From an optimization exercise on the open Yosys and OpenROAD flow, aimed at small area; shortcuts taken in it are not production practice. In this exercise RTL edits were held to simulation tests only and were not proved equivalent to the original. No activity file was given, so power comes from the tool's default toggle rates.

==> module schreibPfad, before the edit <==
module schreibPfad (
    input  wire logic                    rstN,
    input  wire logic                    schreibEnable,
    input  wire logic [regAdrBreite-1:0] schreibAdresse,
    input  wire logic [wortBreite-1:0]   schreibDaten,
    output logic      [regAnzahl-1:1]    laden,
    output logic      [wortBreite-1:0]   ladeDaten
);
    assign ladeDaten = rstN ? schreibDaten : '0;
    always_comb begin
        for (int i = 1; i < regAnzahl; i++) begin
            laden[i] = !rstN || (schreibEnable && schreibAdresse == i);
        end
    end
endmodule
==> module dekodierStufe, before the edit <==
module dekodierStufe (
    input  wire logic                    DekodierSignal,
    input  wire logic                    rstN,
    input  wire logic [wortBreite-1:0]   befehl,
    input  wire logic                    befehlValid,
    output logic                         befehlReady,
    input  wire logic                    schreibEnable,
    input  wire logic [regAdrBreite-1:0] schreibAdresse,
    input  wire logic [wortBreite-1:0]   schreibDaten,
    output logic                         opValid,
    input  wire logic                    opReady,
    output logic [wortBreite-1:0]        operandA,
    output logic [wortBreite-1:0]        operandB,
    output logic [wortBreite-1:0]        storeDaten,
    output logic [regAdrBreite-1:0]      opZiel,
    output logic [5:0]                   opFunktion,
    output logic [opFlagBreite-1:0]      opFlags
);
    logic                              decValid;
    logic                              decReady;
    logic                              annahme;
    logic                              uebernahme;
    logic [wortBreite-1:0]             aktuellerBefehl;
    logic [wortBreite-1:0]             ausgabeBefehl;
    logic [wortBreite-1:0]             wertB;
    logic [regAdrBreite-1:0]           quellRegister1;
    logic [regAdrBreite-1:0]           quellRegister2;
    logic [wortBreite-1:0]             leseDaten1;
    logic [wortBreite-1:0]             leseDaten2;
    logic [regAnzahl*wortBreite-1:0]   register;
    logic [regAnzahl-1:1]              laden;
    logic [wortBreite-1:0]             ladeDaten;
    logic [regAnzahl-1:0]              wahl1;
    logic [regAnzahl-1:0]              wahl2;
    assign decReady    = !opValid || opReady;
    assign befehlReady = !decValid || decReady;
    assign annahme     = befehlValid && befehlReady;
    assign uebernahme  = decValid && decReady;
    always_ff @(posedge DekodierSignal) begin
        if (!rstN) begin
            decValid <= 1'b0;
        end else if (annahme) begin
            decValid <= 1'b1;
        end else if (decReady) begin
            decValid <= 1'b0;
        end
    end
    always_ff @(posedge DekodierSignal) begin
        if (!rstN) begin
            opValid <= 1'b0;
        end else if (uebernahme) begin
            opValid <= 1'b1;
        end else if (opReady) begin
            opValid <= 1'b0;
        end
    end
    always_ff @(posedge DekodierSignal) begin
        if (annahme) begin
            aktuellerBefehl <= befehl;
        end
    end
    always_ff @(posedge DekodierSignal) begin
        if (uebernahme) begin
            operandA      <= leseDaten1;
            wertB         <= leseDaten2;
            ausgabeBefehl <= aktuellerBefehl;
        end
    end
    assign storeDaten = wertB;
    schreibPfad pfad (
        .rstN           (rstN),
        .schreibEnable  (schreibEnable),
        .schreibAdresse (schreibAdresse),
        .schreibDaten   (schreibDaten),
        .laden          (laden),
        .ladeDaten      (ladeDaten)
    );
    always_ff @(posedge DekodierSignal) begin
        for (int i = 1; i < regAnzahl; i++) begin
            if (laden[i]) begin
                register[i*wortBreite +: wortBreite] <= ladeDaten;
            end
        end
    end
    always_comb begin
        wahl1 = '0;
        wahl2 = '0;
        for (int i = 1; i < regAnzahl; i++) begin
            wahl1[i] = quellRegister1 == i;
            wahl2[i] = quellRegister2 == i;
        end
    end
    assign register[wortBreite-1:0] = '0;    
    instruktionsDekodierer dekodierer (
        .wort           (aktuellerBefehl),
        .quellRegister1 (quellRegister1),
        .quellRegister2 (quellRegister2)
    );
    registerBank lesen1 (
        .register  (register),
        .wahl      (wahl1),
        .leseDaten (leseDaten1)
    );
    registerBank lesen2 (
        .register  (register),
        .wahl      (wahl2),
        .leseDaten (leseDaten2)
    );
    operandAuswahl auswahl (
        .w          (ausgabeBefehl),
        .wertB      (wertB),
        .operandB   (operandB),
        .opZiel     (opZiel),
        .opFunktion (opFunktion),
        .opFlags    (opFlags)
    );
endmodule
make LEC_CHECK=0 CAP_MARGIN=30 CORE_MARGIN=2 CORE_UTILIZATION=40 CTS_BUF_LIST=sky130_fd_sc_hd__clkbuf_8 CTS_CLUSTER_DIAMETER=100 CTS_CLUSTER_SIZE=12 SETUP_SLACK_MARGIN=0.2 SLEW_MARGIN=30 SYNTH_HIERARCHICAL=1 SYNTH_MINIMUM_KEEP_SIZE=0 finish   # period 7.0 ns
run.sh (not shown) runs the stock make flow with config.mk's settings and CLKGATE_MAP_FILE= SYNTH_SCRIPT=/design/flow/synth_recipe.tcl, a recipe that flattens the netlist after the stock synthesis.
==> next run, changes <==
--- a/flow/design.v
+++ b/flow/design.v
@@ -59,19 +59,4 @@
     assign daten = ~&gruppeN;
 endmodule
-module schreibPfad (
-    input  wire logic                    rstN,
-    input  wire logic                    schreibEnable,
-    input  wire logic [regAdrBreite-1:0] schreibAdresse,
-    input  wire logic [wortBreite-1:0]   schreibDaten,
-    output logic      [regAnzahl-1:1]    laden,
-    output logic      [wortBreite-1:0]   ladeDaten
-);
-    assign ladeDaten = rstN ? schreibDaten : '0;
-    always_comb begin
-        for (int i = 1; i < regAnzahl; i++) begin
-            laden[i] = !rstN || (schreibEnable && schreibAdresse == i);
-        end
-    end
-endmodule
 module registerBank (
     input  wire logic [regAnzahl*wortBreite-1:0] register,    
@@ -242,6 +227,6 @@
     logic [wortBreite-1:0]             leseDaten2;
     logic [regAnzahl*wortBreite-1:0]   register;
-    logic [regAnzahl-1:1]              laden;
-    logic [wortBreite-1:0]             ladeDaten;
+    logic [regAnzahl-1:1]              gueltig;
+    logic [regAnzahl-1:1]              schreiben;
     logic [regAnzahl-1:0]              wahl1;
     logic [regAnzahl-1:0]              wahl2;
@@ -281,25 +266,28 @@
     end
     assign storeDaten = wertB;
-    schreibPfad pfad (
-        .rstN           (rstN),
-        .schreibEnable  (schreibEnable),
-        .schreibAdresse (schreibAdresse),
-        .schreibDaten   (schreibDaten),
-        .laden          (laden),
-        .ladeDaten      (ladeDaten)
-    );
+    always_comb begin
+        schreiben = '0;
+        wahl1     = '0;
+        wahl2     = '0;
+        for (int i = 1; i < regAnzahl; i++) begin
+            schreiben[i] = schreibEnable && schreibAdresse == i;
+            wahl1[i]     = gueltig[i] && quellRegister1 == i;
+            wahl2[i]     = gueltig[i] && quellRegister2 == i;
+        end
+    end
     always_ff @(posedge DekodierSignal) begin
         for (int i = 1; i < regAnzahl; i++) begin
-            if (laden[i]) begin
-                register[i*wortBreite +: wortBreite] <= ladeDaten;
+            if (!rstN) begin
+                gueltig[i] <= 1'b0;
+            end else if (schreiben[i]) begin
+                gueltig[i] <= 1'b1;
             end
         end
     end
-    always_comb begin
-        wahl1 = '0;
-        wahl2 = '0;
+    always_ff @(posedge DekodierSignal) begin
         for (int i = 1; i < regAnzahl; i++) begin
-            wahl1[i] = quellRegister1 == i;
-            wahl2[i] = quellRegister2 == i;
+            if (schreiben[i]) begin
+                register[i*wortBreite +: wortBreite] <= schreibDaten;
+            end
         end
     end
The new run finished clean.
Power goes down by roughly a tenth.
Core utilization goes down by 0.62 points.
Non-clock buffer count goes up by 21.
Routed wire length goes up slightly.
Cell count goes up by a few percent.

[re-timing with driven ports]
How much do the figures lean on ideal ports? The routed layouts below were timed once more, with nothing changed but the port constraints.
Step 1: set_driving_cell puts a clkbuf_16 on DekodierSignal and a buf_2 on each other input, an assumption about the parent block.
Step 2 moves the port delays by t, midway between the first and last clock arrival at a register: inputs arrive t later, outputs are due t later. That takes back most of the time a late clock gives input paths.
Slacks: no drivers / after step 1 / after step 2; pairs: no drivers / after step 1.
run | shift t [ns] | slack for setup (ns) | hold WS [ns] | worst slew at a driven data input, ns
the first run | 1.105 | 1.630 / 1.630 / 1.630 | 0.426 / 0.426 / 0.426 | 0.12
the second run | 1.132 | 1.378 / 1.378 / 1.378 | 0.420 / 0.420 / 0.420 | 0.13
After both steps setup and hold are still met in every run listed.
